From an optimization exercise on the open Yosys and OpenROAD flow, aimed at small area; shortcuts taken in it are not production practice.
RTL that was checked went through simulation tests only; none was proved equivalent to the original.
Only the layout flow was run in run 6; the RTL was not checked for function there.
No activity file was given, so power comes from the tool's default toggle rates.

--- flow/run.sh ---
#!/bin/bash
# synth_recipe.tcl (not shown) runs the flow's synth.tcl, then flattens the netlist and writes it again
# the make line also repeats each setting of config.mk as NAME=value (left out here)
make -C /OpenROAD-flow-scripts/flow DESIGN_CONFIG=/design/flow/config.mk WORK_HOME=/design/flow/orfs CLKGATE_MAP_FILE= SYNTH_SCRIPT=/design/flow/synth_recipe.tcl finish
--- flow/config.mk ---
export PLATFORM = sky130hd
export DESIGN_NAME = jt900h_dumpctl
export DESIGN_NICKNAME = jt900h_dumpctl
export VERILOG_FILES = /design/flow/design.v
export SDC_FILE = /design/flow/constraint.sdc
export NUM_CORES = 4
export LEC_CHECK = 0
export CAP_MARGIN = 20
export CORE_MARGIN = 2
export CORE_UTILIZATION = 40
export SLEW_MARGIN = 20
--- flow/constraint.sdc ---
create_clock -name core_clock -period 10.0 [get_ports {clk}]
set_input_delay 2.0000 -clock core_clock [delete_from_list [all_inputs] [get_ports {clk}]]
set_output_delay 2.0000 -clock core_clock [all_outputs]
set_load 0.01 [all_outputs]
--- flow/design.v ---
package jt900h_dump_pkg;
  typedef enum logic [1:0] {
    RUN  = 2'd0,
    DUMP = 2'd1,
    DONE = 2'd2
  } dump_state_e;
  localparam logic [1:0] CAUSE_NONE = 2'd0;
  localparam logic [1:0] CAUSE_STOP = 2'd1;
  localparam logic [1:0] CAUSE_WDOG = 2'd2;
  localparam logic [1:0] CAUSE_HALT = 2'd3;
  localparam int DUMP_LEN_DEFAULT = 84;
  localparam int XREG_BASE  = 0;
  localparam int INDEX_BASE = 64;
  localparam int SR_OFS     = 80;
  function automatic logic [31:0] sat_inc32(input logic [31:0] v);
    sat_inc32 = (v == 32'hffff_ffff) ? v : v + 32'd1;
  endfunction
endpackage
module jt900h_dump_buf (
  input  logic       clk,
  input  logic       we_i,
  input  logic [7:0] waddr_i,
  input  logic [7:0] wdata_i,
  input  logic [7:0] raddr_i,
  output logic [7:0] rdata_o
);
  logic [7:0] mem_q [256];
  always_ff @(posedge clk) begin
    if (we_i) mem_q[waddr_i] <= wdata_i;
  end
  assign rdata_o = mem_q[raddr_i];
endmodule
import jt900h_dump_pkg::*;
module jt900h_dumpctl #(
  parameter int            AW        = 24,
  parameter logic [AW-1:0] STOP_ADDR = AW'(24'h00ffff),
  parameter int            DUMP_LEN  = jt900h_dump_pkg::DUMP_LEN_DEFAULT,
  parameter int            CEN_DIV   = 1,
  parameter int            TOW       = 20
) (
  input  logic          clk,
  input  logic          rst_n,
  input  logic [AW-1:0] ram_addr,
  input  logic [1:0]    ram_we,
  input  logic          halt_req,
  output logic          cen,
  output logic [7:0]    dmp_addr,
  input  logic [7:0]    dmp_din,
  input  logic [7:0]    rd_addr,
  output logic [7:0]    rd_data,
  output logic          done,
  output logic [1:0]    cause,
  output logic [31:0]   run_cycles
);
  localparam logic [7:0] LAST_ADDR = 8'(DUMP_LEN);
  localparam logic [3:0] PH_LAST   = 4'(CEN_DIV - 1);
  jt900h_dump_pkg::dump_state_e state_q, state_d;
  logic [3:0]      phase_q, phase_d;
  logic [TOW-1:0]  wdog_q, wdog_d;
  logic [31:0]     cycles_q, cycles_d;
  logic [1:0]      cause_q, cause_d;
  logic [7:0]      dmp_addr_q, dmp_addr_d;
  logic            cen_q, cen_d;
  logic            stop_wr, wdog_hit, stop_any;
  logic [1:0]      stop_cause;
  logic            buf_we;
  logic [7:0]      buf_waddr, buf_rdata;
  always_comb begin
    stop_wr  = ram_we[1] && (ram_addr == STOP_ADDR);
    wdog_hit = &wdog_q;
    stop_any = stop_wr || halt_req || wdog_hit;
    if (stop_wr)       stop_cause = CAUSE_STOP;
    else if (halt_req) stop_cause = CAUSE_HALT;
    else if (wdog_hit) stop_cause = CAUSE_WDOG;
    else               stop_cause = CAUSE_NONE;
  end
  always_ff @(posedge clk or negedge rst_n) begin
    if (!rst_n) state_q <= RUN;
    else        state_q <= state_d;
  end
  always_comb begin
    state_d = state_q;
    case (state_q)
      RUN:     if (stop_any) state_d = DUMP;
      DUMP:    if (dmp_addr_q == LAST_ADDR) state_d = DONE;
      DONE:    state_d = DONE;
      default: state_d = RUN;
    endcase
  end
  always_comb begin
    done      = (state_q == DONE);
    buf_we    = (state_q == DUMP) && (dmp_addr_q != 8'd0);
    buf_waddr = dmp_addr_q - 8'd1;
  end
  always_comb begin
    phase_d    = phase_q;
    wdog_d     = wdog_q;
    cycles_d   = cycles_q;
    cause_d    = cause_q;
    dmp_addr_d = dmp_addr_q;
    cen_d      = 1'b0;
    case (state_q)
      RUN: begin
        phase_d = (phase_q == PH_LAST) ? 4'd0 : phase_q + 4'd1;
        if (cen_q) begin
          wdog_d   = wdog_q + TOW'(1);
          cycles_d = (cycles_q == 32'hffff_ffff) ? cycles_q : cycles_q + 32'd1;
        end
        if (stop_any) begin
          cause_d    = stop_cause;
          dmp_addr_d = 8'd0;
        end else begin
          cen_d = (phase_q == 4'd0);
        end
      end
      DUMP: begin
        if (dmp_addr_q != LAST_ADDR) dmp_addr_d = dmp_addr_q + 8'd1;
      end
      default: ;
    endcase
  end
  always_ff @(posedge clk or negedge rst_n) begin
    if (!rst_n) begin
      phase_q    <= 4'd0;
      wdog_q     <= '0;
      cycles_q   <= 32'd0;
      cause_q    <= CAUSE_NONE;
      dmp_addr_q <= 8'd0;
      cen_q      <= 1'b0;
    end else begin
      phase_q    <= phase_d;
      wdog_q     <= wdog_d;
      cycles_q   <= cycles_d;
      cause_q    <= cause_d;
      dmp_addr_q <= dmp_addr_d;
      cen_q      <= cen_d;
    end
  end
  jt900h_dump_buf u_buf (
    .clk     (clk),
    .we_i    (buf_we),
    .waddr_i (buf_waddr),
    .wdata_i (dmp_din),
    .raddr_i (rd_addr),
    .rdata_o (buf_rdata)
  );
  assign rd_data    = (rd_addr < LAST_ADDR) ? buf_rdata : 8'd0;
  assign cen        = cen_q;
  assign dmp_addr   = dmp_addr_q;
  assign cause      = cause_q;
  assign run_cycles = cycles_q;
endmodule
==> results of run 1 <==
[cell type report]
| cell class | instances | area, sq um |
|---|---|---|
| antenna | 1 | 2.50 |
| clock buffer | 99 | 2170 |
| clock inverter | 46 | 374 |
| fill | 6625 | 41600 |
| inverter | 19 | 71.3 |
| multi-input combinational | 853 | 7730 |
| sequential | 769 | 22700 |
| tap | 1040 | 1300 |
| timing repair buffer | 116 | 1090 |
[flip-flops by register name, indices dropped and copies added (netlist names)]
name         cells
u_buf.mem_q    700
cycles_q        32
wdog_q          20
dmp_addr_q       8
phase_q          4
cause_q          2
state_q          2
cen_q            1
[metrics by stage]
step	setup WS, ns	cells	util	power, mW	hold slack (ns)
3_5_place_dp	2.08	2797	0.427	4.24	0.462
2_1_floorplan	4.00	1743	-	4.00	0.435
4_1_cts	2.09	2942	0.460	7.12	0.473
5_1_grt	1.98	2942	0.460	7.30	0.505
3_3_place_gp	2.13	2797	0.427	4.23	0.451
6_report	2.00	2943	0.460	7.07	0.467
[cells in the final DEF, fill, tap and decap left out, drive strengths merged, types with 12 or more instances in the layout]
cell type	netlist	layout
a211oi	15	15
a21oi	45	45
a22oi	21	21
buf	43	32
clkbuf	59	101
clkdlybuf4s50	0	82
clkinv	0	36
dfrtp	69	69
edfxtp	700	700
ha	13	13
inv	19	22
mux2i	108	108
mux4	127	127
nand2	55	55
nand3	46	46
nand4	19	19
nor2	138	138
nor2b	17	17
nor3	14	14
o21ai	14	14
o221ai	13	13
o22ai	24	24
or4	12	12
xnor2	34	34
xor2	24	24
[power by group through the flow]
stage	Clock (mW)	Sequential (mW)	Combinational, mW
after detailed placement	0	3.64	0.597
after floorplan	0	3.63	0.362
after global placement	0	3.64	0.584
after CTS	2.94	3.58	0.599
after global routing	3.06	3.58	0.651
final	2.89	3.58	0.598
[path summary, 6_finish.rpt]
kind	cells after the start	slack, ns	to
max in group asynchronous	2	7.83	wdog_q[6]$_DFFE_PN0P_
hold / removal	1	0.47	wdog_q[17]$_DFFE_PN0P_
setup reg to reg	7	5.90	u_buf.mem_q[2][0]$_DFFE_PP_
hold reg to reg	1	0.47	wdog_q[17]$_DFFE_PN0P_
setup / recovery	9	2.00	rd_data[7]
min in group asynchronous	2	1.59	cycles_q[17]$_DFFE_PN0P_
[layer usage]
layer  GRT usage  vias up
li1            -     7142
met1       0.256     8496
met2       0.287      559
met3      0.0383      128
met4      0.0556        0
met5           0        -
[cells by family (layout without fill, tap and decap cells)]
family	after synthesis	after routing	share of synthesized area
flip-flops	769	769	0.734
buffers and inverters	121	280	0.0167
AND/OR/NAND/NOR	345	345	0.0544
adder cells (fa/ha/maj)	13	13	0.00525
AO/OA/AOI/OAI	191	191	0.0420
multiplexers	246	246	0.131
XOR/XNOR	58	58	0.0164
other	0	1	0
[worst reg2reg max path, delay by kind of cell, from the launching register on]
family,cells,cell delay [ns]
AND/OR/NAND/NOR,4,2.04
flip-flops,1,0.68
AO/OA/AOI/OAI,1,0.50
buffers and inverters,1,0.17
adder cells (fa/ha/maj),1,0.32
==> key figures, run 1 <==
Critical path
  • Max stage delay on crit path: 0.83 ns
  • Critical Path RT: 8.00 ns
  • Worst setup SP type: input pin
  • CP Cell Sequence: clkdlybuf4s50_1 -> or3b_1 -> buf_4 -> o22ai_1 -> a211o_1 -> a211oi_1 -> or4_1 -> a21oi_1 -> clkdlybuf4s50_1
  • WS Path Type: input pin to primary output
  • CP Capture Type: primary output
  • Slowest cell on the critical path: clkdlybuf4s50_1
  • Buf+Inv Stages, Crit Path: 3
  • Crit. Startpoint: rd_addr[3]
  • Crit Path Max Fanout: 13
  • Reg-to-reg startpoint: dmp_addr_q[0]$_DFFE_PN0P_
  • Most frequent CP cell: clkdlybuf4s50_1
  • WP data arrival: 6.00 ns
  • Crit path max-delay family: buffers and inverters

Timing
  • Setup-failing EPs final: 0
  • RSZ-0062 raised after global routing: false
  • Worst Tran Pin Value: 1.15 ns
  • Final period util: 0.800
  • Slew headroom: 0.231
  • Fmax: 125 MHz
  • Fin Setup TNS: 0 ns
  • Pins Over Slew Limit: 0
  • Fin. Hold Viols: 0
  • Clk_skew: 0.0269 ns
  • Final Critical Period: 8.00 ns

Clocking
  • CTS clock-pin slew for the worst setup and hold paths: 0.06 ns
  • Setup bufs post-CTS: 0
  • Clock buffer depth: 3
  • H-tree depth: 3
  • CTS tree: done
  • Clk latency of the worst-skew pair: 0.64 ns
  • Hold_buf cts: 0
  • Clock sink total: 769
  • PostCTS Resize Cnt: 0
  • Clock root buffer master: clkbuf_16
  • Total clock buffers created by CTS: 80

Final layout
  • NumNets Final: 1897
  • Area Growth Syn to Fin: 14.5%
  • Layout cells sized above 1: 0.158
  • Fin area: 0.0355 sq mm

Place
  • Dpl hpwl: 43.1 mm
  • Dpl cell area: 0.0329 sq mm
  • IO Port Bufs: 95
  • Gp weighted congestion: 0.801

Route
  • DRT iter0 DRCs: 1364
  • Total Routed Length: 72.1 mm
  • DRC viols: 0
  • Pre-antenna DRT Iters: 5
  • Via count: 16.3k
  • Metal2 WL: 34.0 mm
  • Vias per inst: 5.55
  • Top Metal Used: met4
  • Wire length on met1: 31.4 mm
  • Wire length per cell: 24.5 um
  • Met3 wire len: 4.74 mm
  • Remaining antenna violation count: 0

Min path
  • Tightest Hold Check Type: register to register
  • HP Start: wdog_q[17]$_DFFE_PN0P_

Logic synthesis
  • Share of the synthesized area in the top cell type: 0.678
  • Yosys reg bits: 769
  • Dominant synthesized flop cell: edfxtp_1
  • Seq/Total Area, Yosys: 0.734
  • Top post-synthesis cells by area: edfxtp_1, mux4_2, dfrtp_1
  • Number of synthesized flops with an enable pin: 700
  • Yosys top cell by area: edfxtp_1
  • Async set-reset flop share out of synthesis: 0.0897
  • Yosys warnings: 2
  • Cell variety after synth: 64
  • Cell with the most instances after synthesis: edfxtp_1
  • Top post-synthesis cells by count: edfxtp_1, nor2_1, mux4_2
  • Avg Cell Area, Syn: 17.8 sq um
  • Mapped Cells: 1743
  • Mapped Area: 0.0310 sq mm

GRT
  • Initial antenna violation count: 0
  • Number of global-route vias before repair: 16.4k
  • Total grt overflow: 0
  • Largest net degree at the start of global routing: 97
  • First-pass GRT wire length: 107 mm
  • Total track usage: 0.183

Pwr
  • Combinational fraction of design power: 0.085
  • Clock power share: 0.409
  • VDD IR max: 0.102 mV
  • Pint: 5.40 mW
  • Psw: 1.66 mW
  • Sw Ratio: 0.235
  • P_leak: 11.5 nW
  • PwrDens: 199 mW/mm^2
  • Register share of total power: 0.506

Floorplan
  • Core footprint: 0.0771 sq mm
  • Die area: 0.0797 sq mm
  • Starting Density: 0.402
  • Die boundary height: 282 um
  • Die W: 282 um
  • Row cnt: 102
  • I/O pin cnt: 97

Flow run
  • Maxcap violations: 0

Run status
  • Run status: complete, no violations
==> inputs of run 2 (changes only) <==
==> flow/design.v (replaced) <==
package jt900h_dump_pkg;
  localparam logic [1:0] CAUSE_NONE = 2'd0;
  localparam logic [1:0] CAUSE_STOP = 2'd1;
  localparam logic [1:0] CAUSE_WDOG = 2'd2;
  localparam logic [1:0] CAUSE_HALT = 2'd3;
  localparam int DUMP_LEN = 84;
endpackage
module jt900h_dump_buf (
  input  logic       clk,
  input  logic       we_i,      
  input  logic [6:0] waddr_i,   
  input  logic [7:0] wdata_i,
  input  logic [7:0] raddr_i,
  output logic [7:0] rdata_o
);
  localparam int L = jt900h_dump_pkg::DUMP_LEN;
  logic [7:0] mem_q [L];
  logic [L-1:0] wsel, rsel;
  always_comb begin
    for (int k = 0; k < L; k++) begin
      wsel[k] = we_i && (waddr_i == 7'(k + 1));
      rsel[k] = (raddr_i == 8'(k));
    end
  end
  always_ff @(posedge clk) begin
    for (int k = 0; k < L; k++)
      if (wsel[k]) mem_q[k] <= wdata_i;
  end
  always_comb begin
    rdata_o = 8'd0;
    for (int k = 0; k < L; k++)
      rdata_o = rdata_o | (mem_q[k] & {8{rsel[k]}});
  end
endmodule
import jt900h_dump_pkg::*;
module jt900h_dumpctl (
  input  logic        clk,
  input  logic        rst_n,
  input  logic [23:0] ram_addr,
  input  logic [1:0]  ram_we,
  input  logic        halt_req,
  output logic        cen,
  output logic [7:0]  dmp_addr,
  input  logic [7:0]  dmp_din,
  input  logic [7:0]  rd_addr,
  output logic [7:0]  rd_data,
  output logic        done,
  output logic [1:0]  cause,
  output logic [31:0] run_cycles
);
  logic [20:0] cnt_q;
  logic [1:0]  cause_q;
  logic [6:0]  addr_q;
  logic        flag_q;
  logic run, stop_wr, wdog_hit, stop_any, last;
  always_comb begin
    run      = (cause_q == CAUSE_NONE);
    stop_wr  = ram_we[1] && (ram_addr == 24'h00ffff);
    wdog_hit = &cnt_q[19:0];
    stop_any = stop_wr || halt_req || wdog_hit;
    last     = (addr_q == 7'(DUMP_LEN));
  end
  always_ff @(posedge clk or negedge rst_n) begin
    if (!rst_n) begin
      cnt_q   <= '0;
      cause_q <= CAUSE_NONE;
      addr_q  <= '0;
      flag_q  <= 1'b0;
    end else if (run) begin
      if (flag_q) cnt_q <= {wdog_hit, cnt_q[19:0] + 20'd1};
      if (stop_any) begin
        cause_q <= stop_wr ? CAUSE_STOP : (halt_req ? CAUSE_HALT : CAUSE_WDOG);
        flag_q  <= 1'b0;
      end else begin
        flag_q  <= 1'b1;
      end
    end else if (!flag_q) begin
      if (last) flag_q <= 1'b1;
      else      addr_q <= addr_q + 7'd1;
    end
  end
  jt900h_dump_buf u_buf (
    .clk     (clk),
    .we_i    (!run && !flag_q),
    .waddr_i (addr_q),
    .wdata_i (dmp_din),
    .raddr_i (rd_addr),
    .rdata_o (rd_data)
  );
  assign cen        = run && flag_q;
  assign done       = !run && flag_q;
  assign dmp_addr   = {1'b0, addr_q};
  assign cause      = cause_q;
  assign run_cycles = {11'd0, cnt_q};
endmodule
==> run 2 against run 1 <==
Via count rose by 21%. Hold slack improved by 0.027 ns. Sequential cell count fell by 66. Maximum frequency fell by 5.2%. Still clean on timing, DRC and antenna. Critical endpoint is now rd_data[3]. Sequential share of layout area fell by 0.82 points. Wire length rose by 64%. Synthesized cell count rose by 5.2%. Area after synthesis fell by 8.5%. Core utilization rose by 1.2 points.
==> key figures, run 2 <==
Logic synthesis
  • Cell variety after synth: 76 (+19%)
  • Number of synthesized flops with an enable pin: 672 (-4.0%)
  • Yosys warnings: 3 (+1)
  • Yosys reg bits: 703 (-8.6%)
  • Mapped Area: 0.0284 sq mm (-8.5%)
  • Cell with the most instances after synthesis: edfxtp_1
  • Top post-synthesis cells by area: edfxtp_1, a22oi_1, dfrtp_1
  • Async set-reset flop share out of synthesis: 0.0441 (-0.0456)
  • Yosys top cell by area: edfxtp_1
  • Top post-synthesis cells by count: edfxtp_1, nor2_1, a22oi_1
  • Share of the synthesized area in the top cell type: 0.712 (+0.0333)
  • Dominant synthesized flop cell: edfxtp_1
  • Seq/Total Area, Yosys: 0.739 (+0.00493)
  • Avg Cell Area, Syn: 15.5 sq um (-13%)
  • Mapped Cells: 1834 (+5.2%)

Floorplan
  • Starting Density: 0.404 (+0.00223)
  • Die boundary height: 270 um (-4.3%)
  • Core footprint: 0.0701 sq mm (-9.0%)
  • Die W: 270 um (-4.3%)
  • Die area: 0.0730 sq mm (-8.4%)
  • Row cnt: 97 (-4.9%)
  • I/O pin cnt: 97 (unchanged)

Critical path
  • Slowest cell on the critical path: clkdlybuf4s50_1
  • CP Capture Type: primary output
  • CP Cell Sequence: clkdlybuf4s50_1 -> nor2_1 -> nand2_1 -> buf_4 -> o22ai_1 -> nor4_1 -> nand4_1 -> or4_1 -> clkdlybuf4s50_1
  • Most frequent CP cell: clkdlybuf4s50_1
  • WS Path Type: input pin to primary output
  • Worst setup SP type: input pin
  • Crit Path Max Fanout: 18 (+5)
  • WP data arrival: 6.45 ns (+0.45 ns)
  • Reg-to-reg startpoint: addr_q[4]$_DFFE_PN0P_
  • Max stage delay on crit path: 1.08 ns (+0.25 ns)
  • Crit. Startpoint: rd_addr[5]
  • Critical Path RT: 8.00 ns (about the same)

Route
  • Vias per inst: 6.63 (+20%)
  • Pre-antenna DRT Iters: 6 (+1)
  • Via count: 19.7k (+21%)
  • DRT iter0 DRCs: 3663 (+170%)
  • Remaining antenna violation count: 0 (unchanged)
  • Wire length per cell: 39.8 um (+62%)
  • Total Routed Length: 118 mm (+64%)
  • DRC viols: 0 (unchanged)

Timing
  • Final Critical Period: 8.45 ns (+0.442 ns)
  • Pins Over Slew Limit: 0 (unchanged)
  • Fin Setup TNS: 0 ns (unchanged)
  • Fin. Hold Viols: 0 (unchanged)
  • Setup-failing EPs final: 0 (unchanged)
  • Slew headroom: 0.125 (-0.106)
  • Worst Tran Pin Value: 1.31 ns (+0.162 ns)
  • Fmax: 118 MHz (-5.2%)
  • Final period util: 0.845 (+0.0442)
  • Clk_skew: 0.0365 ns (+0.00969 ns)
  • RSZ-0062 raised after global routing: false

Pwr
  • Register share of total power: 0.500 (-0.006)
  • Psw: 1.68 mW (+1.3%)
  • Combinational fraction of design power: 0.097 (+0.012)
  • Pint: 5.07 mW (-6.1%)
  • Clock power share: 0.402 (-0.007)
  • VDD IR max: 0.102 mV (-0.17%)
  • P_leak: 10.6 nW (-7.8%)
  • PwrDens: 204 mW/mm^2 (+2.4%)
  • Sw Ratio: 0.249 (+0.0140)

Clocking
  • Setup bufs post-CTS: 0 (unchanged)
  • H-tree depth: 3 (unchanged)
  • Clock root buffer master: clkbuf_16
  • Clock buffer depth: 3 (unchanged)
  • CTS tree: done
  • PostCTS Resize Cnt: 0 (unchanged)
  • CTS clock-pin slew for the worst setup and hold paths: 0.06 ns (about the same)
  • Total clock buffers created by CTS: 74 (-7.5%)
  • Hold_buf cts: 0 (unchanged)
  • Clock sink total: 703 (-8.6%)
  • Clk latency of the worst-skew pair: 0.64 ns (about the same)

Final layout
  • NumNets Final: 2025 (+6.7%)
  • Fin area: 0.0331 sq mm (-6.7%)
  • Most frequent cells in the layout: edfxtp_1, a22oi_1, buf_4
  • Layout cells sized above 1: 0.163 (+0.00513)
  • Regs by FF count: u_buf.mem_q: 672 flops, cnt_q: 21 flops, addr_q: 7 flops
  • Register area: 0.0210 sq mm (-7.9%)
  • Area of the multi-input gates: 0.00699 sq mm (-9.6%)
  • Most flops, register: u_buf.mem_q
  • Filler instances: 6130 (-7.5%)
  • Most common cell after layout, fill and taps aside: edfxtp_1
  • Max reg flops: 672 (-4.0%)
  • Final core area utilization: 0.472 (+0.0117)
  • Area Growth Syn to Fin: 16.8%

GRT
  • Global Route met2 Usage: 0.463 (+0.176)
  • M1 GR Usage: 0.427 (+0.171)
  • Total track usage: 0.320 (+0.138)
  • GR peak layer: met2
  • First-pass GRT wire length: 158 mm (+48%)
  • Initial antenna violation count: 3 (+3)
  • Number of global-route vias before repair: 18.8k (+14%)
  • Total grt overflow: 0 (unchanged)
  • Largest net degree at the start of global routing: 85 (-12%)
  • Met3 usage: 0.0955 (+0.0572)

Run status
  • Run status: complete, no violations

Place
  • Dpl hpwl: 75.7 mm (+76%)
  • IO Port Bufs: 83 (-13%)
  • Dpl cell area: 0.0307 sq mm (-6.7%)
  • Gp weighted congestion: 1.05 (+31%)

Min path
  • HP Start: cnt_q[18]$_DFFE_PN0P_
  • Tightest Hold Check Type: register to register

Flow run
  • Maxcap violations: 0 (unchanged)
[run 2: cell types whose count changed in the layout (fill, tap and decap cells not counted), sizes merged, moves of 17 or more]
| cell | change |
|---|---|
| o21ai | +17 |
| mux2i | -91 |
| a22o | +56 |
| nand3 | +43 |
| nand2 | +24 |
| edfxtp | -28 |
| buf | +89 |
| xnor2 | -17 |
| a22oi | +99 |
| mux4 | -127 |
| xor2 | -17 |
| dfrtp | -38 |
| mux2 | +45 |
[run 2: cell type report]
class	count	area share
diodes	1	0.0000756
well taps	940	0.0355
clock buffers	100	0.0608
clock inverters	33	0.00960
flip-flops and latches	703	0.633
repair buffers	192	0.0492
inverters	8	0.000907
multi-input cells	996	0.211
[run 2: through the flow]
stage / cells / setup WS, ns / hold slack (ns) / total power, mW
floorplan: 1845 / 3.98 / 0.516 / 3.71
global placement: 2835 / 1.75 / 0.482 / 4.05
detailed placement: 2837 / 1.76 / 0.481 / 4.07
CTS: 2970 / 1.73 / 0.500 / 6.74
global route: 2972 / 1.62 / 0.514 / 6.89
finish: 2973 / 1.55 / 0.494 / 6.75
[run 2: path summary, 6_finish.rpt]
check	cells past startpoint	end	slack, ns
hold / removal	1	cnt_q[18]$_DFFE_PN0P_	0.49
min in group asynchronous	2	cnt_q[6]$_DFFE_PN0P_	1.74
hold reg to reg	1	cnt_q[18]$_DFFE_PN0P_	0.49
setup / recovery	9	rd_data[3]	1.55
max in group asynchronous	2	addr_q[2]$_DFFE_PN0P_	7.96
setup reg to reg	2	u_buf.mem_q[59][3]$_DFFE_PP_	6.93
[run 2: worst max-delay path, delay by kind of cell]
| family | cells | cell delay, ns |
|---|---|---|
| buffers and inverters | 3 | 1.88 |
| and+or+nand+nor | 5 | 2.44 |
| AOI/OAI and AO/OA | 1 | 0.09 |
[run 2: cells by family (layout without fill, tap and decap cells)]
kind of cell | Yosys count | after routing | synth area share
fa+ha+maj | 5 | 5 | 0.00221
buf+inv | 146 | 333 | 0.0260
other cells | 1 | 13 | 0.000132
compound gates | 399 | 399 | 0.106
simple gates | 483 | 483 | 0.0907
xor+xnor | 24 | 24 | 0.00741
mux | 73 | 73 | 0.0282
flops | 703 | 703 | 0.739
[run 2: power by group through the flow]
stage / Clock [mW] / Combinational [mW] / Sequential, mW
global route: 2.83 / 0.672 / 3.39
finish: 2.72 / 0.658 / 3.38
CTS: 2.73 / 0.631 / 3.38
floorplan: 0 / 0.296 / 3.42
global placement: 0 / 0.618 / 3.44
detailed placement: 0 / 0.629 / 3.44
[run 2: routing by layer]
metal  routed length, um  part of all wire
met1               43400              0.37
met2               50100              0.42
met5                  40           0.00034
met3               16700              0.14
met4                7980             0.067
==> inputs of run 3 (changes only) <==
--- a/flow/design.v
+++ b/flow/design.v
@@ -7,8 +7,8 @@
 endpackage
 module jt900h_dump_buf (
   input  logic       clk,
-  input  logic       we_i,      
-  input  logic [6:0] waddr_i,   
+  input  logic       last_we_i,   
+  input  logic [6:0] waddr_i,     
   input  logic [7:0] wdata_i,
   input  logic [7:0] raddr_i,
   output logic [7:0] rdata_o
@@ -16,12 +16,17 @@
   localparam int L = jt900h_dump_pkg::DUMP_LEN;
   logic [7:0] mem_q [L];
   logic [L-1:0] wsel, rsel;
+  logic [3:0] wp0, wp1;
+  logic [5:0] wp2;
   always_comb begin
-    for (int k = 0; k < L; k++) begin
-      wsel[k] = we_i && (waddr_i == 7'(k + 1));
-      rsel[k] = (raddr_i == 8'(k));
-    end
+    for (int i = 0; i < 4; i++) wp0[i] = (waddr_i[1:0] == 2'(i));
+    for (int i = 0; i < 4; i++) wp1[i] = (waddr_i[3:2] == 2'(i));
+    for (int i = 0; i < 6; i++) wp2[i] = (waddr_i[6:4] == 3'(i));
+    for (int k = 0; k < L; k++) wsel[k] = wp0[(k + 1) % 4] && wp1[((k + 1) / 4) % 4] && wp2[(k + 1) / 16];
+    wsel[L-1] = wsel[L-1] && last_we_i;
   end
+  always_comb
+    for (int k = 0; k < L; k++) rsel[k] = (raddr_i == 8'(k));
   always_ff @(posedge clk) begin
     for (int k = 0; k < L; k++)
       if (wsel[k]) mem_q[k] <= wdata_i;
@@ -80,12 +85,12 @@
     end
   end
   jt900h_dump_buf u_buf (
-    .clk     (clk),
-    .we_i    (!run && !flag_q),
-    .waddr_i (addr_q),
-    .wdata_i (dmp_din),
-    .raddr_i (rd_addr),
-    .rdata_o (rd_data)
+    .clk       (clk),
+    .last_we_i (!flag_q),
+    .waddr_i   (addr_q),
+    .wdata_i   (dmp_din),
+    .raddr_i   (rd_addr),
+    .rdata_o   (rd_data)
   );
   assign cen        = run && flag_q;
   assign done       = !run && flag_q;
==> flow/flow/run.sh (new file) <==
#!/bin/bash
# Own layout flow: the standard ORFS flow, except that
#  - synthesis maps the combinational logic with an area-oriented ABC script
#    (flow/area.abc) instead of ORFS's delay-oriented one; registers, passes and
#    naming are otherwise exactly synth_recipe.tcl's;
#  - port buffers use the smallest buffer cell.
# Every tool's output goes to ORFS's own logs under orfs/logs, and make's
# output to flow_make.log in the work folder.
set -euo pipefail
W=$(pwd)
F=$W/flow

# synthesis script: ORFS synth.tcl with the ABC script swapped
sed -e "s|^source \$::env(SCRIPTS_DIR)/synth_preamble.tcl\$|&\nset abc_args [list -script $F/area.abc {*}\$lib_args {*}\$lib_dont_use_args]|" \
  "$FLOW_HOME/scripts/synth.tcl" > "$W/own_synth_orfs.tcl"
grep -q "area.abc" "$W/own_synth_orfs.tcl"
sed -e "s|\$::env(SCRIPTS_DIR)/synth.tcl|$W/own_synth_orfs.tcl|" "$W/synth_recipe.tcl" > "$W/own_synth.tcl"
grep -q "own_synth_orfs.tcl" "$W/own_synth.tcl"
sed -e "s|$W/synth_recipe.tcl|$W/own_synth.tcl|" "$W/standard.sh" > "$W/own_standard.sh"
grep -q "own_synth.tcl" "$W/own_standard.sh"

export BUFFER_PORTS_ARGS="-buffer_cell sky130_fd_sc_hd__buf_1"
bash "$W/own_standard.sh" finish > "$W/flow_make.log" 2>&1
test -s "$W/out/final.def"
==> flow/flow/area.abc (new file) <==
strash
&get -n
&fraig -x
&put
scorr
dc2
strash
&get -n
&dch -f
&nf -R 1000 -p
&put
==> flow/standard.sh (new file) <==
#!/bin/bash
# synth_recipe.tcl (not shown) runs the flow's synth.tcl, then flattens the netlist and writes it again
# the make line also repeats each setting of config.mk as NAME=value (left out here)
make -C /OpenROAD-flow-scripts/flow DESIGN_CONFIG=/design/flow/config.mk WORK_HOME=/design/flow/orfs CLKGATE_MAP_FILE= SYNTH_SCRIPT=/design/flow/synth_recipe.tcl "${@:-finish}"
--- a/flow/config.mk
+++ b/flow/config.mk
@@ -8,4 +8,7 @@
 export CAP_MARGIN = 20
 export CORE_MARGIN = 2
 export CORE_UTILIZATION = 40
+export CTS_BUF_LIST = sky130_fd_sc_hd__clkbuf_8
+export CTS_CLUSTER_DIAMETER = 60
+export CTS_CLUSTER_SIZE = 18
 export SLEW_MARGIN = 20
removed: flow/run.sh
==> run 3 against run 2 <==
Synthesized cell count fell by 22%. Sequential power is essentially flat. Combinational power decreased by about 50%. Final cell count down 17%. Die area decreased by 9.7%. Sequential cell count did not move.
==> key figures, run 3 <==
Floorplan
  • Core footprint: 0.0632 sq mm (-9.9%)
  • Starting Density: 0.405 (about the same)
  • Row cnt: 92 (-5.2%)
  • Die W: 257 um (-5.0%)
  • I/O pin cnt: 97 (unchanged)
  • Die boundary height: 257 um (-5.0%)
  • Die area: 0.0660 sq mm (-9.7%)

Pwr
  • Clock power share: 0.278 (-0.124)
  • Combinational fraction of design power: 0.065 (-0.032)
  • VDD IR max: 0.122 mV (+20%)
  • P_leak: 8.67 nW (-18%)
  • Register share of total power: 0.657 (+0.157)
  • Psw: 1.24 mW (-26%)
  • Sw Ratio: 0.243 (-0.00654)
  • Pint: 3.87 mW (-24%)
  • PwrDens: 182 mW/mm^2 (-11%)

Final layout
  • Area Growth Syn to Fin: 9.90%
  • Regs by FF count: u_buf.mem_q: 672 flops, cnt_q: 21 flops, addr_q: 7 flops
  • Most frequent cells in the layout: edfxtp_1, nor2_1, a222oi_1
  • NumNets Final: 1664 (-18%)
  • Most flops, register: u_buf.mem_q
  • Most common cell after layout, fill and taps aside: edfxtp_1
  • Fin area: 0.0281 sq mm (-15%)
  • Max reg flops: 672 (unchanged)
  • Layout cells sized above 1: 0.0716 (-0.0917)
  • Filler instances: 5534 (-9.7%)

Run status
  • Run status: complete, no violations

Timing
  • Fmax: 129 MHz (+9.1%)
  • Final Critical Period: 7.74 ns (-0.703 ns)
  • Fin. Hold Viols: 0 (unchanged)
  • Slew headroom: 0.180 (+0.0551)
  • Pins Over Slew Limit: 0 (unchanged)
  • Clk_skew: 0.0632 ns (+0.0267 ns)
  • Fin Setup TNS: 0 ns (unchanged)
  • Setup-failing EPs final: 0 (unchanged)
  • RSZ-0062 raised after global routing: false
  • Worst Tran Pin Value: 1.23 ns (-0.0857 ns)
  • Final period util: 0.774 (-0.0703)

Logic synthesis
  • Share of the synthesized area in the top cell type: 0.789 (+0.0775)
  • Yosys top cell by area: edfxtp_1
  • Dominant synthesized flop cell: edfxtp_1
  • Top post-synthesis cells by area: edfxtp_1, a222oi_1, dfrtp_1
  • Cell variety after synth: 36 (-53%)
  • Yosys warnings: 3 (unchanged)
  • Top post-synthesis cells by count: edfxtp_1, nor2_1, a222oi_1
  • Mapped Area: 0.0256 sq mm (-9.8%)
  • Seq/Total Area, Yosys: 0.819 (+0.0805)
  • Number of synthesized flops with an enable pin: 672 (unchanged)
  • Async set-reset flop share out of synthesis: 0.0441 (unchanged)
  • Avg Cell Area, Syn: 17.8 sq um (+15%)
  • Cell with the most instances after synthesis: edfxtp_1
  • Mapped Cells: 1437 (-22%)
  • Yosys reg bits: 703 (unchanged)

Clocking
  • PostCTS Resize Cnt: 0 (unchanged)
  • Clk latency of the worst-skew pair: 0.71 ns (+0.07 ns)
  • Setup bufs post-CTS: 0 (unchanged)
  • H-tree depth: 2 (-1)
  • Clock root buffer master: clkbuf_8
  • Clock buffer depth: 3 (unchanged)
  • Hold_buf cts: 0 (unchanged)
  • Clock sink total: 703 (unchanged)
  • CTS clock-pin slew for the worst setup and hold paths: 0.10 ns (+0.04 ns)
  • Total clock buffers created by CTS: 48 (-35%)
  • CTS tree: done

Place
  • Dpl cell area: 0.0273 sq mm (-11%)
  • IO Port Bufs: 83 (unchanged)
  • Dpl hpwl: 52.0 mm (-31%)
  • Gp weighted congestion: 0.944 (-10%)

GRT
  • First-pass GRT wire length: 111 mm (-30%)
  • Largest net degree at the start of global routing: 85 (unchanged)
  • Total grt overflow: 0 (unchanged)
  • Total track usage: 0.238 (-0.0819)
  • Initial antenna violation count: 5 (+2)
  • Number of global-route vias before repair: 14.8k (-21%)

Critical path
  • Crit. Startpoint: rd_addr[4]
  • Max stage delay on crit path: 1.04 ns (-0.04 ns)
  • Slowest cell on the critical path: nor4_1
  • WS Path Type: input pin to primary output
  • Reg-to-reg startpoint: addr_q[4]$_DFFE_PN0P_
  • CP Capture Type: primary output
  • Worst setup SP type: input pin
  • WP data arrival: 5.74 ns (-0.71 ns)
  • Critical Path RT: 8.00 ns (about the same)
  • Crit Path Max Fanout: 16 (-2)
  • CP Cell Sequence: buf_1 -> nand3b_1 -> nor2_1 -> buf_4 -> a222oi_1 -> nand3_1 -> nor4_1 -> nand3_1 -> buf_1

Route
  • Via count: 15.7k (-21%)
  • DRC viols: 0 (unchanged)
  • DRT iter0 DRCs: 2966 (-19%)
  • Total Routed Length: 79.9 mm (-32%)
  • Wire length per cell: 32.2 um (-19%)
  • Vias per inst: 6.31 (-4.8%)
  • Pre-antenna DRT Iters: 9 (+3)
  • Remaining antenna violation count: 0 (unchanged)

Min path
  • Tightest Hold Check Type: register to register
  • HP Start: cnt_q[19]$_DFFE_PN0P_

Flow run
  • Maxcap violations: 0 (unchanged)
## run 3: cell types whose count changed in the layout (fill, tap and decap cells not counted), moves of 23 or more
cell and change:
mux2_2 -54, a22oi_1 -35, nand3_1 -35, buf_4 -71, clkbuf_1 -23, clkbuf_8 +50, clkbuf_16 -77, buf_1 +74
clkdlybuf4s50_1 -71, o21ai_0 -26, a21oi_1 -23, a222oi_1 +125, nor2_1 +84, a22o_1 -52
## run 3: kinds of logic (layout without fill, tap and decap cells)
family,Yosys count,in the layout,synth area share
xor+xnor,19,19,0.00651
other cells,1,14,0.000147
flops,703,703,0.819
buf+inv,16,201,0.00411
simple gates,422,422,0.0736
compound gates,271,271,0.0937
fa+ha+maj,5,5,0.00245
## run 3: layout make-up
type	count	area, sq um	share of cell area
inverters	4	15.0	0.000534
diodes	2	5.00	0.000178
flip-flops and latches	703	21000	0.746
clock buffers	50	688	0.0245
clock inverters	19	151	0.00539
well taps	846	1060	0.0377
repair buffers	128	661	0.0235
multi-input cells	729	4570	0.163
## run 3: final timing paths
check	cells after the start	slack [ns]	to
max	9	2.26	rd_data[2]
min	1	0.50	cnt_q[19]$_DFFE_PN0P_
max reg2reg	3	7.25	u_buf.mem_q[21][4]$_DFFE_PP_
min reg2reg	1	0.50	cnt_q[19]$_DFFE_PN0P_
max in group asynchronous	1	8.06	addr_q[0]$_DFFE_PN0P_
min in group asynchronous	1	1.40	cnt_q[12]$_DFFE_PN0P_
## run 3: worst max-delay path, delay by kind of cell
kind | cells | cell delay [ns]
AOI/OAI and AO/OA | 1 | 0.52
buffers and inverters | 3 | 0.70
and+or+nand+nor | 5 | 2.50
## run 3: routing by layer
metal / global-route usage / routed length (um) / up-vias
met5: 0 / 55 / -
met4: 0.0975 / 3700 / 8
met3: 0.0580 / 10300 / 188
met2: 0.361 / 35700 / 1163
met1: 0.331 / 30100 / 7934
li1: - / - / 6373
## run 3: power by group through the flow
stage | Combinational (mW) | Clock [mW] | Sequential [mW]
after floorplan | 0.130 | 0 | 3.42
after global placement | 0.314 | 0 | 3.42
after detailed placement | 0.322 | 0 | 3.43
after CTS | 0.323 | 1.43 | 3.36
after global routing | 0.345 | 1.54 | 3.37
final | 0.331 | 1.42 | 3.36
## run 3: through the flow
stage,util,instances,total power [mW],worst slack [ns],hold WS (ns)
detailed placement,0.431,2410,3.75,2.51,0.479
global placement,0.431,2410,3.74,2.49,0.469
finish,0.445,2481,5.12,2.26,0.496
global route,0.445,2480,5.25,2.16,0.535
CTS,0.445,2479,5.12,2.48,0.503
floorplan,-,1448,3.55,4.10,0.516
==> inputs of run 4 (changes only) <==
--- a/flow/config.mk
+++ b/flow/config.mk
@@ -8,7 +8,8 @@
 export CAP_MARGIN = 20
 export CORE_MARGIN = 2
 export CORE_UTILIZATION = 40
-export CTS_BUF_LIST = sky130_fd_sc_hd__clkbuf_8
-export CTS_CLUSTER_DIAMETER = 60
-export CTS_CLUSTER_SIZE = 18
+export CTS_BUF_LIST = sky130_fd_sc_hd__clkbuf_16
+export CTS_CLUSTER_DIAMETER = 100
+export CTS_CLUSTER_SIZE = 30
+export GPL_TIMING_DRIVEN = 0
 export SLEW_MARGIN = 20
==> run 4 against run 3 <==
First-iteration DRC count up 1.7%. Wire length down 0.90%. Die area unchanged. Total power down 0.94%. Synthesized cell count unchanged. Global-route usage down 0.18 points. Core utilization up 0.083 points. Sequential power about the same. Area after synthesis unchanged. Combinational power up 5%. Clock skew down 0.031 ns. Critical endpoint is now rd_data[3]. Largest power group unchanged.
==> key figures, run 4 <==
Logic synthesis
  • Async set-reset flop share out of synthesis: 0.0441 (unchanged)
  • Yosys reg bits: 703 (unchanged)
  • Cell variety after synth: 36 (unchanged)
  • Number of synthesized flops with an enable pin: 672 (unchanged)
  • Yosys top cell by area: edfxtp_1
  • Cell with the most instances after synthesis: edfxtp_1
  • Share of the synthesized area in the top cell type: 0.789 (unchanged)
  • Mapped Cells: 1437 (unchanged)
  • Avg Cell Area, Syn: 17.8 sq um (unchanged)
  • Seq/Total Area, Yosys: 0.819 (unchanged)
  • Top post-synthesis cells by count: edfxtp_1, nor2_1, a222oi_1
  • Yosys warnings: 3 (unchanged)
  • Top post-synthesis cells by area: edfxtp_1, a222oi_1, dfrtp_1
  • Dominant synthesized flop cell: edfxtp_1
  • Mapped Area: 0.0256 sq mm (unchanged)

Critical path
  • Max stage delay on crit path: 0.69 ns (-0.35 ns)
  • Crit path max-delay family: simple AND/OR/NAND/NOR gates
  • Slowest cell on the critical path: a222oi_1
  • Flop2flop setup slack: 7.06 ns (-0.19 ns)
  • WP data arrival: 6.00 ns (+0.26 ns)
  • Buf+Inv Stages, Crit Path: 2 (-1)
  • Instance count on the critical path: 10 (+1)
  • Worst setup SP type: input pin
  • CP Capture Type: primary output
  • CP Cell Sequence: buf_1 -> nor2b_1 -> nand2_1 -> nor2_1 -> a222oi_1 -> nand3_1 -> nor3_1 -> nand4_1 -> or4_1 -> buf_1
  • Most frequent CP cell: buf_1
  • Reg2Reg Capture Point: addr_q[6]$_DFFE_PN0P_
  • Crit. Startpoint: rd_addr[4]
  • Critical Path RT: 8.00 ns (about the same)
  • Reg-to-reg startpoint: addr_q[0]$_DFFE_PN0P_
  • WS Path Type: input pin to primary output
  • Crit Path Max Fanout: 16 (unchanged)
  • Crit path capture: rd_data[3]
  • R2R cell count: 9 (+6)

Route
  • Via count: 15.5k (-1.0%)
  • Remaining antenna violation count: 0 (unchanged)
  • DRC viols: 0 (unchanged)
  • Total Routed Length: 79.1 mm (-0.90%)
  • Vias per inst: 6.36 (+0.70%)
  • DRT iter0 DRCs: 3015 (+1.7%)
  • Pre-antenna DRT Iters: 10 (+1)
  • Wire length per cell: 32.5 um (+0.84%)

Final layout
  • Regs by FF count: u_buf.mem_q: 672 flops, cnt_q: 21 flops, addr_q: 7 flops
  • Most flops, register: u_buf.mem_q
  • Area Growth Syn to Fin: 10.1%
  • Most common cell after layout, fill and taps aside: edfxtp_1
  • Cell Count, Final, Fillers Out: 2438 (-1.7%)
  • Most frequent cells in the layout: edfxtp_1, nor2_1, a222oi_1
  • Max reg flops: 672 (unchanged)
  • NumNets Final: 1629 (-2.1%)
  • Layout cells sized above 1: 0.0516 (-0.0200)

Min path
  • Tightest Hold Check Type: register to register
  • Cell depth of the worst hold path: 2 (+1)

Place
  • IO Port Bufs: 83 (unchanged)
  • Cell count after placement: 2395 (-0.62%)
  • Gp weighted congestion: 0.933 (-1.1%)
  • Dpl hpwl: 54.3 mm (+4.4%)

Timing
  • Clk_skew: 0.0320 ns (-0.0313 ns)
  • Worst Tran Pin Value: 1.23 ns (+0.00378 ns)
  • Setup-failing EPs final: 0 (unchanged)
  • Pins Over Slew Limit: 0 (unchanged)
  • Fin. Hold Viols: 0 (unchanged)
  • Fin Setup TNS: 0 ns (unchanged)
  • Slew headroom: 0.178 (-0.00253)
  • RSZ-0062 raised after global routing: false
  • Fmax: 125 MHz (-3.3%)
  • Final Critical Period: 8.00 ns (+0.263 ns)
  • Final period util: 0.800 (+0.0263)

Floorplan
  • Starting Density: 0.405 (unchanged)
  • Die boundary height: 257 um (unchanged)
  • Die area: 0.0660 sq mm (unchanged)
  • Row cnt: 92 (unchanged)
  • I/O pin cnt: 97 (unchanged)
  • Die W: 257 um (unchanged)
  • Core footprint: 0.0632 sq mm (unchanged)

Clocking
  • Clock root buffer master: clkbuf_16
  • Setup bufs post-CTS: 0 (unchanged)
  • Clock sink total: 703 (unchanged)
  • Hold_buf cts: 0 (unchanged)
  • Clock buffer depth: 3 (unchanged)
  • PostCTS Resize Cnt: 0 (unchanged)
  • CTS clock-pin slew for the worst setup and hold paths: 0.10 ns (about the same)
  • CTS tree: done
  • H-tree depth: 1 (-1)
  • Clk latency of the worst-skew pair: 0.64 ns (-0.07 ns)
  • Total clock buffers created by CTS: 27 (-44%)

GRT
  • Initial antenna violation count: 4 (-1)
  • Number of global-route vias before repair: 14.6k (-1.5%)
  • First-pass GRT wire length: 111 mm (about the same)
  • Total track usage: 0.236 (-0.00185)
  • Total grt overflow: 0 (unchanged)
  • Largest net degree at the start of global routing: 43 (-49%)

Pwr
  • PwrDens: 180 mW/mm^2 (-1.1%)
  • VDD IR max: 0.134 mV (+9.6%)
  • P_leak: 8.61 nW (-0.65%)

Run status
  • Run status: complete, no violations

Flow run
  • Maxcap violations: 0 (unchanged)
==> run 4: cell count changes in the layout (fill, tap and decap cells not counted), sizes merged, moves of 2 or more <==
cell and delta:
clkbuf -26, buf -11, clkinv -3, inv -2
==> run 4: worst min path at each step <==
| stage | from | end | slack (ns) |
|---|---|---|---|
| final | cnt_q[20]$_DFFE_PN0P_ | cnt_q[20]$_DFFE_PN0P_ | 0.49 |
| after global routing | cnt_q[19]$_DFFE_PN0P_ | cnt_q[19]$_DFFE_PN0P_ | 0.53 |
| after detailed placement | cnt_q[20]$_DFFE_PN0P_ | cnt_q[20]$_DFFE_PN0P_ | 0.48 |
| after global placement | cnt_q[20]$_DFFE_PN0P_ | cnt_q[20]$_DFFE_PN0P_ | 0.47 |
| after floorplan | cnt_q[20]$_DFFE_PN0P_ | cnt_q[20]$_DFFE_PN0P_ | 0.52 |
| after CTS | cnt_q[20]$_DFFE_PN0P_ | cnt_q[20]$_DFFE_PN0P_ | 0.50 |
==> run 4: layer usage <==
layer	vias up	GRT usage	wire length [um]
li1	6306	-	-
met1	7934	0.332	30200
met2	1096	0.358	35500
met3	163	0.0524	9820
met4	4	0.0966	3640
met5	-	0	27
==> run 4: per-stage QoR <==
stage,worst slack [ns],util,hold slack [ns],total power [mW],instance area (sq um)
6_report,2.00,0.446,0.494,5.07,28200
5_1_grt,1.99,0.445,0.527,5.19,28100
4_1_cts,2.19,0.445,0.502,5.06,28100
3_5_place_dp,2.19,0.433,0.477,3.77,27400
3_3_place_gp,2.12,0.427,0.468,3.75,27000
2_1_floorplan,4.10,-,0.516,3.55,25600
==> run 4: final cells by class <==
| type | instances | area (sq um) |
|---|---|---|
| diodes | 3 | 7.51 |
| plain buffers | 12 | 90.1 |
| repair buffers | 102 | 696 |
| multi-input cells | 729 | 4600 |
| clock inverters | 12 | 62.6 |
| clock buffers | 27 | 676 |
| fillers | 5499 | 35000 |
| flip-flops and latches | 703 | 21000 |
| well taps | 846 | 1060 |
| inverters | 4 | 15.0 |
==> run 4: cell families (layout without fill, tap and decap cells) <==
kind of cell             Yosys count  after routing  share of synthesized area
XOR/XNOR                          19             19                    0.00651
AO/OA/AOI/OAI                    271            271                     0.0937
buffers and inverters             16            157                    0.00411
AND/OR/NAND/NOR                  422            422                     0.0736
flip-flops                       703            703                      0.819
adder cells (fa/ha/maj)            5              5                    0.00245
other                              1             15                   0.000147
==> run 4: power breakdown <==
group	total (mW)	switching [mW]	leakage, nW	internal, mW
logic	0.348	0.285	1.75	0.0634
clock network	1.36	0.860	0.394	0.498
registers	3.36	0.0396	6.46	3.32
total	5.07	1.18	8.61	3.88
==> run 4: tightest hold or removal path, cell delays in order (launching register included) <==
cell,delay (ns)
dfrtp_1,0.36
nand2_1,0.05
o21ai_0,0.06
==> inputs of run 5 (changes only) <==
--- a/flow/config.mk
+++ b/flow/config.mk
@@ -11,5 +11,4 @@
 export CTS_BUF_LIST = sky130_fd_sc_hd__clkbuf_16
 export CTS_CLUSTER_DIAMETER = 100
 export CTS_CLUSTER_SIZE = 30
-export GPL_TIMING_DRIVEN = 0
 export SLEW_MARGIN = 20
==> run 5 against run 4 <==
Still clean on timing, DRC and antenna. Sequential power is essentially flat. Sequential share of layout area grew 0.16 points. Die area is the same. First-iteration DRC count grew 5.1%. Critical path depth grew 2. Worst setup slack gained 0.24 ns. Non-clock buffer count grew 14. Global-route usage shrank 0.15 points. Clock power grew 5%. Area after synthesis is the same. Register-to-register slack gained 0.16 ns. Highest routed layer unchanged.
==> key figures, run 5 <==
Place
  • Dpl cell area: 0.0273 sq mm (-0.51%)
  • IO Port Bufs: 83 (unchanged)
  • Gp weighted congestion: 0.944 (+1.1%)
  • Dpl hpwl: 52.0 mm (-4.3%)

Clocking
  • CTS clock-pin slew for the worst setup and hold paths: 0.11 ns (about the same)
  • CTS tree: done
  • Hold_buf cts: 0 (unchanged)
  • Clock root buffer master: clkbuf_16
  • Setup bufs post-CTS: 0 (unchanged)
  • Clock buffer depth: 3 (unchanged)
  • Total clock buffers created by CTS: 28 (+3.7%)
  • PostCTS Resize Cnt: 0 (unchanged)
  • H-tree depth: 1 (unchanged)
  • Clock sink total: 703 (unchanged)
  • Clk latency of the worst-skew pair: 0.63 ns (about the same)

Timing
  • Fin Setup TNS: 0 ns (unchanged)
  • Worst Tran Pin Value: 1.23 ns (-0.00326 ns)
  • Final Critical Period: 7.77 ns (-0.237 ns)
  • Final period util: 0.777 (-0.0237)
  • Fin. Hold Viols: 0 (unchanged)
  • Setup-failing EPs final: 0 (unchanged)
  • Slew headroom: 0.180 (+0.00218)
  • Fmax: 129 MHz (+3.1%)
  • Clk_skew: 0.0342 ns (+0.00227 ns)
  • RSZ-0062 raised after global routing: false
  • Pins Over Slew Limit: 0 (unchanged)

Final layout
  • Most flops, register: u_buf.mem_q
  • Regs by FF count: u_buf.mem_q: 672 flops, cnt_q: 21 flops, addr_q: 7 flops
  • Area Growth Syn to Fin: 9.86%
  • Most frequent cells in the layout: edfxtp_1, nor2_1, a222oi_1
  • Max reg flops: 672 (unchanged)
  • Fin area: 0.0281 sq mm (-0.22%)
  • Layout cells sized above 1: 0.0579 (+0.00627)
  • NumNets Final: 1644 (+0.92%)
  • Final core area utilization: 0.445 (-0.000970)
  • Most common cell after layout, fill and taps aside: edfxtp_1

Logic synthesis
  • Mapped Cells: 1437 (unchanged)
  • Top post-synthesis cells by area: edfxtp_1, a222oi_1, dfrtp_1
  • Adder-cell share of the synthesized area: 0.00245 (unchanged)
  • Xor-xnor portion of the synthesized cell area: 0.00651 (unchanged)
  • Mux share of post-synthesis cell area: 0 (unchanged)
  • Top post-synthesis cells by count: edfxtp_1, nor2_1, a222oi_1
  • Cell with the most instances after synthesis: edfxtp_1
  • Largest family of logic cells by synthesized area: compound AO/OA/AOI/OAI gates
  • Seq/Total Area, Yosys: 0.819 (unchanged)
  • Yosys reg bits: 703 (unchanged)
  • Compound-cell area share of the yosys netlist: 0.0937 (unchanged)
  • Dominant synthesized flop cell: edfxtp_1
  • Avg Cell Area, Syn: 17.8 sq um (unchanged)
  • Simple-Gate Fraction of Synth Area: 0.0736 (unchanged)
  • Yosys warnings: 3 (unchanged)
  • Yosys top cell by area: edfxtp_1
  • Mapped Area: 0.0256 sq mm (unchanged)
  • Cell variety after synth: 36 (unchanged)
  • Async set-reset flop share out of synthesis: 0.0441 (unchanged)
  • Number of synthesized flops with an enable pin: 672 (unchanged)
  • Share of the synthesized area in the top cell type: 0.789 (unchanged)

Pwr
  • P_leak: 8.65 nW (+0.49%)
  • PwrDens: 182 mW/mm^2 (+1.2%)
  • VDD IR max: 0.137 mV (+2.2%)

Critical path
  • Worst setup SP type: input pin
  • Critical Path RT: 8.00 ns (about the same)
  • Crit Path Max Fanout: 16 (unchanged)
  • WP data arrival: 5.77 ns (-0.23 ns)
  • CP Capture Type: primary output
  • Max stage delay on crit path: 0.93 ns (+0.24 ns)
  • Buf+Inv Stages, Crit Path: 2 (unchanged)
  • Slowest cell on the critical path: nor4_1
  • Crit path max-delay family: simple AND/OR/NAND/NOR gates
  • WS Path Type: input pin to primary output
  • CP Cell Sequence: buf_1 -> nor2_1 -> nand2_1 -> nor2_1 -> a222oi_1 -> nand2_1 -> a221oi_1 -> and3_1 -> nand3_1 -> nor4_1 -> nand3_1 -> buf_1

Floorplan
  • Die boundary height: 257 um (unchanged)
  • Die W: 257 um (unchanged)
  • I/O pin cnt: 97 (unchanged)
  • Core footprint: 0.0632 sq mm (unchanged)
  • Starting Density: 0.405 (unchanged)
  • Row cnt: 92 (unchanged)
  • Die area: 0.0660 sq mm (unchanged)

Run status
  • Run status: complete, no violations

Route
  • Vias per inst: 6.38 (+0.38%)
  • Pre-antenna DRT Iters: 8 (-2)
  • Wire length per cell: 32.3 um (-0.60%)
  • DRC viols: 0 (unchanged)
  • DRT iter0 DRCs: 3169 (+5.1%)
  • Via count: 15.7k (+1.0%)
  • Remaining antenna violation count: 0 (unchanged)
  • Total Routed Length: 79.2 mm (about the same)

Flow run
  • Maxcap violations: 0 (unchanged)

GRT
  • Number of global-route vias before repair: 14.6k (+0.21%)
  • Largest net degree at the start of global routing: 85 (+98%)
  • First-pass GRT wire length: 110 mm (-0.91%)
  • Initial antenna violation count: 4 (unchanged)
  • Total grt overflow: 0 (unchanged)
  • Total track usage: 0.235 (-0.00152)

Min path
  • Tightest Hold Check Type: register to register
==> run 5: cell counts after synthesis <==
Identical to the previous run, type by type.
==> run 5: worst paths after layout <==
| check | from | endpoint | slack (ns) | depth (start not counted) |
|---|---|---|---|---|
| setup reg to reg | addr_q[4]$_DFFE_PN0P_ | u_buf.mem_q[21][4]$_DFFE_PP_ | 7.22 | 3 |
| hold / removal | cnt_q[19]$_DFFE_PN0P_ | cnt_q[19]$_DFFE_PN0P_ | 0.50 | 1 |
| max in group asynchronous | rst_n | cnt_q[2]$_DFFE_PN0P_ | 8.02 | 1 |
| hold reg to reg | cnt_q[19]$_DFFE_PN0P_ | cnt_q[19]$_DFFE_PN0P_ | 0.50 | 1 |
| min in group asynchronous | rst_n | cnt_q[12]$_DFFE_PN0P_ | 1.43 | 1 |
| setup / recovery | rd_addr[5] | rd_data[2] | 2.23 | 12 |
==> run 5: stage by stage <==
step / worst slack, ns / hold slack (ns) / power [mW] / cells
CTS: 2.48 / 0.504 / 5.12 / 2453
finish: 2.23 / 0.498 / 5.12 / 2454
global route: 2.25 / 0.536 / 5.25 / 2453
global placement: 2.49 / 0.469 / 3.74 / 2410
detailed placement: 2.51 / 0.479 / 3.75 / 2410
floorplan: 4.10 / 0.516 / 3.55 / 1448
==> run 5: cells by family (layout without fill, tap and decap cells) <==
family                     after synthesis  after routing
adders and majority gates                5              5
DFF                                    703            703
AOI/OAI and AO/OA                      271            271
and+or+nand+nor                        422            422
xor gates and xnor gates                19             19
buffers and inverters                   16            175
other                                    1             13
==> run 5: layer usage <==
metal	share of wire	wire, um	track usage
met1	0.39	30500	0.334
met2	0.46	36000	0.365
met3	0.12	9180	0.0408
met4	0.043	3400	0.0849
met5	0.00072	57	0
==> run 5: worst reg2reg max path, stage by stage, from the launching register on <==
cell	delay [ns]
dfrtp_1	0.51
nor2b_1	0.27
nand2b_1	0.49
nor2_1	1.11
==> run 5: report_power, final <==
group	switching, mW	internal, mW
clock	0.874	0.551
combinational	0.280	0.0503
sequential	0.0383	3.32
==> run 5: layout make-up <==
class	count	area [sq um]
fill	5493	35100
sequential	703	21000
multi-input combinational	729	4570
tap	846	1060
clock buffer	29	726
timing repair buffer	128	661
clock inverter	14	108
inverter	4	15.0
antenna	1	2.50
==> inputs of run 6 (changes only) <==
--- a/flow/design.v
+++ b/flow/design.v
@@ -5,6 +5,17 @@
   localparam logic [1:0] CAUSE_HALT = 2'd3;
   localparam int DUMP_LEN = 84;
 endpackage
+module jt900h_dump_row (
+  input  logic       clk,
+  input  logic       we_i,
+  input  logic       wen_i,
+  input  logic [7:0] x_i,
+  output logic [7:0] q_o
+);
+  logic [7:0] q;
+  always_ff @(posedge clk) q <= ~((q | {8{we_i}}) & ({8{wen_i}} | x_i));
+  assign q_o = q;
+endmodule
 module jt900h_dump_buf (
   input  logic       clk,
   input  logic       last_we_i,   
@@ -14,8 +25,11 @@
   output logic [7:0] rdata_o
 );
   localparam int L = jt900h_dump_pkg::DUMP_LEN;
-  logic [7:0] mem_q [L];
+  logic         par_q;
+  logic [7:0]   wx;
+  logic [7:0]   mem_q [L];
   logic [L-1:0] wsel, rsel;
+  always_ff @(posedge clk) par_q <= !par_q;
   logic [3:0] wp0, wp1;
   logic [5:0] wp2;
   always_comb begin
@@ -25,16 +39,24 @@
     for (int k = 0; k < L; k++) wsel[k] = wp0[(k + 1) % 4] && wp1[((k + 1) / 4) % 4] && wp2[(k + 1) / 16];
     wsel[L-1] = wsel[L-1] && last_we_i;
   end
+  assign wx = wdata_i ^ {8{par_q}};
+  for (genvar k = 0; k < L; k++) begin : g_row
+    jt900h_dump_row u_row (
+      .clk   (clk),
+      .we_i  (wsel[k]),
+      .wen_i (!wsel[k]),
+      .x_i   (wx),
+      .q_o   (mem_q[k])
+    );
+  end
   always_comb
     for (int k = 0; k < L; k++) rsel[k] = (raddr_i == 8'(k));
-  always_ff @(posedge clk) begin
+  logic [7:0] rmux;
+  always_comb begin
+    rmux = 8'd0;
     for (int k = 0; k < L; k++)
-      if (wsel[k]) mem_q[k] <= wdata_i;
-  end
-  always_comb begin
-    rdata_o = 8'd0;
-    for (int k = 0; k < L; k++)
-      rdata_o = rdata_o | (mem_q[k] & {8{rsel[k]}});
+      rmux = rmux | (mem_q[k] & {8{rsel[k]}});
+    rdata_o = rmux ^ {8{par_q && (raddr_i < 8'(L))}};
   end
 endmodule
 import jt900h_dump_pkg::*;
--- a/flow/config.mk
+++ b/flow/config.mk
@@ -12,3 +12,4 @@
 export CTS_CLUSTER_DIAMETER = 100
 export CTS_CLUSTER_SIZE = 30
 export SLEW_MARGIN = 20
+export SYNTH_HIERARCHICAL = 1
==> run 6 against run 5 <==
Still clean. Clock-buffer cell count fell by 2. First-iteration DRC count rose by 27%. Sequential share of layout area fell by 20 points. Largest power group unchanged. Highest routed layer unchanged.
==> key figures, run 6 <==
Final layout
  • Most frequent cells in the layout: dfxtp_1, o22ai_1, a222oi_1
  • Register area: 0.0142 sq mm (-32%)
  • Filler instances: 5537 (+0.80%)
  • Max reg flops: 672 (unchanged)
  • Regs by FF count: u_buf.g_row.u_row.q: 672 flops, cnt_q: 21 flops, addr_q: 7 flops
  • Area of the multi-input gates: 0.00909 sq mm (+99%)
  • NumNets Final: 2394 (+46%)
  • Most flops, register: u_buf.g_row.u_row.q
  • Area Growth Syn to Fin: 10.7%
  • Fin area: 0.0260 sq mm (-7.4%)
  • Most common cell after layout, fill and taps aside: dfxtp_1
  • Layout cells sized above 1: 0.0405 (-0.0174)

Timing
  • Worst Tran Pin Value: 1.33 ns (+0.108 ns)
  • Final Critical Period: 8.18 ns (+0.411 ns)
  • Pins Over Slew Limit: 0 (unchanged)
  • Slew headroom: 0.106 (-0.0736)
  • Fin. Hold Viols: 0 (unchanged)
  • Final period util: 0.818 (+0.0411)
  • Setup-failing EPs final: 0 (unchanged)
  • Fmax: 122 MHz (-5.0%)
  • Clk_skew: 0.0135 ns (-0.0207 ns)
  • Fin Setup TNS: 0 ns (unchanged)
  • RSZ-0062 raised after global routing: false

Logic synthesis
  • Dominant synthesized flop cell: dfxtp_1
  • Yosys reg bits: 704 (+0.14%)
  • Yosys top cell by area: dfxtp_1
  • Top post-synthesis cells by count: dfxtp_1, o22ai_1, a222oi_1
  • Largest family of logic cells by synthesized area: compound AO/OA/AOI/OAI gates
  • Cell with the most instances after synthesis: dfxtp_1
  • Compound-cell area share of the yosys netlist: 0.279 (+0.185)
  • Top post-synthesis cells by area: dfxtp_1, o22ai_1, a222oi_1
  • Avg Cell Area, Syn: 10.7 sq um (-40%)
  • Mux share of post-synthesis cell area: 0.000479 (+0.000479)
  • Mapped Cells: 2189 (+52%)
  • Seq/Total Area, Yosys: 0.606 (-0.213)
  • Mapped Area: 0.0235 sq mm (-8.1%)
  • Cell variety after synth: 36 (unchanged)
  • Async set-reset flop share out of synthesis: 0.0440 (-0.0000626)
  • Yosys warnings: 10 (+7)
  • Number of synthesized flops with an enable pin: 0 (-100%)
  • Simple-Gate Fraction of Synth Area: 0.0792 (+0.00557)
  • Xor-xnor portion of the synthesized cell area: 0.0153 (+0.00877)
  • Share of the synthesized area in the top cell type: 0.573 (-0.216)
  • Adder-cell share of the synthesized area: 0.00160 (-0.000849)

Critical path
  • CP Cell Sequence: buf_1 -> nand3_1 -> nor2_1 -> a222oi_1 -> nand3_1 -> or4_1 -> nor3_1 -> nand4_1 -> xnor2_1 -> buf_1
  • Worst setup SP type: input pin
  • Crit. Startpoint: rd_addr[5]
  • Crit path max-delay family: simple AND/OR/NAND/NOR gates
  • WS Path Type: input pin to primary output
  • Reg-to-reg startpoint: addr_q[0]$_DFFE_PN0P_
  • WP data arrival: 6.18 ns (+0.41 ns)
  • Crit Path Max Fanout: 16 (unchanged)
  • Slowest cell on the critical path: a222oi_1
  • Buf+Inv Stages, Crit Path: 2 (unchanged)
  • CP Capture Type: primary output
  • Critical Path RT: 8.00 ns (about the same)
  • Max stage delay on crit path: 0.86 ns (-0.07 ns)

Floorplan
  • I/O pin cnt: 97 (unchanged)
  • Row cnt: 88 (-4.3%)
  • Die area: 0.0607 sq mm (-8.0%)
  • Starting Density: 0.406 (+0.00118)
  • Core footprint: 0.0579 sq mm (-8.4%)
  • Die boundary height: 246 um (-4.1%)
  • Die W: 246 um (-4.1%)

GRT
  • Number of global-route vias before repair: 20.2k (+38%)
  • Total grt overflow: 0 (unchanged)
  • Total track usage: 0.305 (+0.0702)
  • Largest net degree at the start of global routing: 70 (-18%)
  • Initial antenna violation count: 3 (-1)
  • First-pass GRT wire length: 138 mm (+25%)

Route
  • Vias per inst: 7.04 (+10%)
  • Via count: 21.9k (+40%)
  • Remaining antenna violation count: 0 (unchanged)
  • DRC viols: 0 (unchanged)
  • Total Routed Length: 95.5 mm (+21%)
  • Wire length per cell: 30.7 um (-4.9%)
  • Pre-antenna DRT Iters: 10 (+2)
  • DRT iter0 DRCs: 4016 (+27%)

Pwr
  • VDD IR max: 0.190 mV (+39%)
  • Final Total Pwr: 6.04 mW (+18%)
  • PwrDens: 232 mW/mm^2 (+27%)
  • P_leak: 9.17 nW (+6.0%)

Run status
  • Run status: complete, no violations

Clocking
  • Clk latency of the worst-skew pair: 0.61 ns (-0.02 ns)
  • Clock root buffer master: clkbuf_16
  • Hold_buf cts: 0 (unchanged)
  • Total clock buffers created by CTS: 27 (-3.6%)
  • Clock buffer depth: 3 (unchanged)
  • PostCTS Resize Cnt: 0 (unchanged)
  • Setup bufs post-CTS: 0 (unchanged)
  • CTS clock-pin slew for the worst setup and hold paths: 0.11 ns (about the same)
  • CTS tree: done
  • H-tree depth: 1 (unchanged)
  • Clock sink total: 704 (+0.14%)

Min path
  • Tightest Hold Check Type: register to register
  • HP Start: u_buf.g_row[47].u_row.q[7]$_DFF_P_

Place
  • Dpl hpwl: 66.5 mm (+28%)
  • Dpl cell area: 0.0253 sq mm (-7.3%)
  • Gp weighted congestion: 1.02 (+7.7%)
  • IO Port Bufs: 83 (unchanged)

Flow run
  • Maxcap violations: 0 (unchanged)
==> run 6: cell count changes after synthesis, sizes merged, moves of 8 or more <==
cell	change
nand4	+11
nor2	-81
nand2	+55
nor3	+8
a222oi	+13
nand3	-13
o22ai	+672
a22oi	-12
xor2	+13
xnor2	+9
edfxtp	-672
clkinv	+84
dfxtp	+673
==> run 6: worst paths after layout <==
path	endpoint	slack (ns)	cells after the start
max in group asynchronous	cnt_q[1]$_DFFE_PN0P_	8.06	1
min reg2reg	u_buf.g_row[47].u_row.q[7]$_DFF_P_	0.45	1
min	u_buf.g_row[47].u_row.q[7]$_DFF_P_	0.45	1
max reg2reg	u_buf.g_row[0].u_row.q[3]$_DFF_P_	6.66	5
max	rd_data[0]	1.82	10
min in group asynchronous	cnt_q[12]$_DFFE_PN0P_	1.44	1
==> run 6: power breakdown <==
part	switching [mW]	leakage (nW)	total, mW	internal, mW
Sequential	0.367	6.47	3.74	3.37
Combinational	0.552	2.34	0.919	0.367
Clock	0.863	0.354	1.38	0.518
==> run 6: per-stage QoR <==
stage / instances / hold slack [ns] / worst slack [ns] / util
2_1_floorplan: 2200 / 0.417 / 3.97 / -
4_1_cts: 3110 / 0.451 / 2.19 / 0.449
3_3_place_gp: 3079 / 0.427 / 2.32 / 0.436
6_report: 3115 / 0.448 / 1.82 / 0.449
5_1_grt: 3112 / 0.461 / 1.88 / 0.449
3_5_place_dp: 3080 / 0.434 / 2.22 / 0.436
==> run 6: Yosys stat by module (local to each module, per instance) <==
module / area (sq um) / flops+latches / cells inside / copies in the design
jt900h_dumpctl: 1480 / 31 / 135 / 1
jt900h_dump_buf: 4370 / 1 / 710 / 1
jt900h_dump_row: 210 / 8 / 16 / 84
==> run 6: cell type report <==
type,count,area share
multi-input combinational,1396,0.350
inverter,88,0.0127
sequential,704,0.548
clock buffer,27,0.0260
timing repair buffer,129,0.0252
tap,765,0.0368
clock inverter,3,0.00173
antenna,3,0.000289
==> run 6: cells by family (layout without fill, tap and decap cells) <==
logic type	count (synthesis)	after routing
XOR/XNOR	41	41
AO/OA/AOI/OAI	933	933
other	1	15
multiplexers	1	1
flip-flops	704	704
buffers and inverters	100	247
AND/OR/NAND/NOR	406	406
adder cells (fa/ha/maj)	3	3
==> run 6: metal layers <==
metal | global-route usage | wire length (um)
met4 | 0.138 | 4970
met1 | 0.415 | 38500
met3 | 0.0784 | 11100
met2 | 0.453 | 41000
met5 | 0 | 37

-- re-timing with driven ports --
How much do the figures lean on ideal ports? The routed layouts below were timed once more, with nothing changed but the port constraints.
Step 1 (the two cells are an assumption about what drives the block):
set clk [get_ports {clk}]
set_driving_cell -lib_cell sky130_fd_sc_hd__clkbuf_16 $clk
set_driving_cell -lib_cell sky130_fd_sc_hd__buf_2 [delete_from_list [all_inputs] $clk]
Step 2 moves the port delays by t, midway between the first and last clock arrival at a register: inputs arrive t later, outputs are due t later. That takes back most of the time a late clock gives input paths.
Three values: ideal, step 1, step 2; two values: the first two.
run | shift t [ns] | slack for setup (ns) | clock arrival spread, ns | pins driven straight from the clock port
run 1 | 0.681 | 1.997 / 1.961 / 1.961 | 0.028 / 0.029 | 1
run 2 | 0.685 | 1.555 / 1.524 / 1.524 | 0.038 / 0.039 | 1
run 3 | 0.740 | 2.258 / 2.216 / 2.216 | 0.064 / 0.063 | 1
run 4 | 0.694 | 1.995 / 1.969 / 1.969 | 0.040 / 0.041 | 1
run 5 | 0.676 | 2.232 / 2.202 / 2.202 | 0.037 / 0.036 | 1
run 6 | 0.673 | 1.821 / 1.779 / 1.779 | 0.022 / 0.021 | 1
After both steps setup and hold are still met in every run listed.
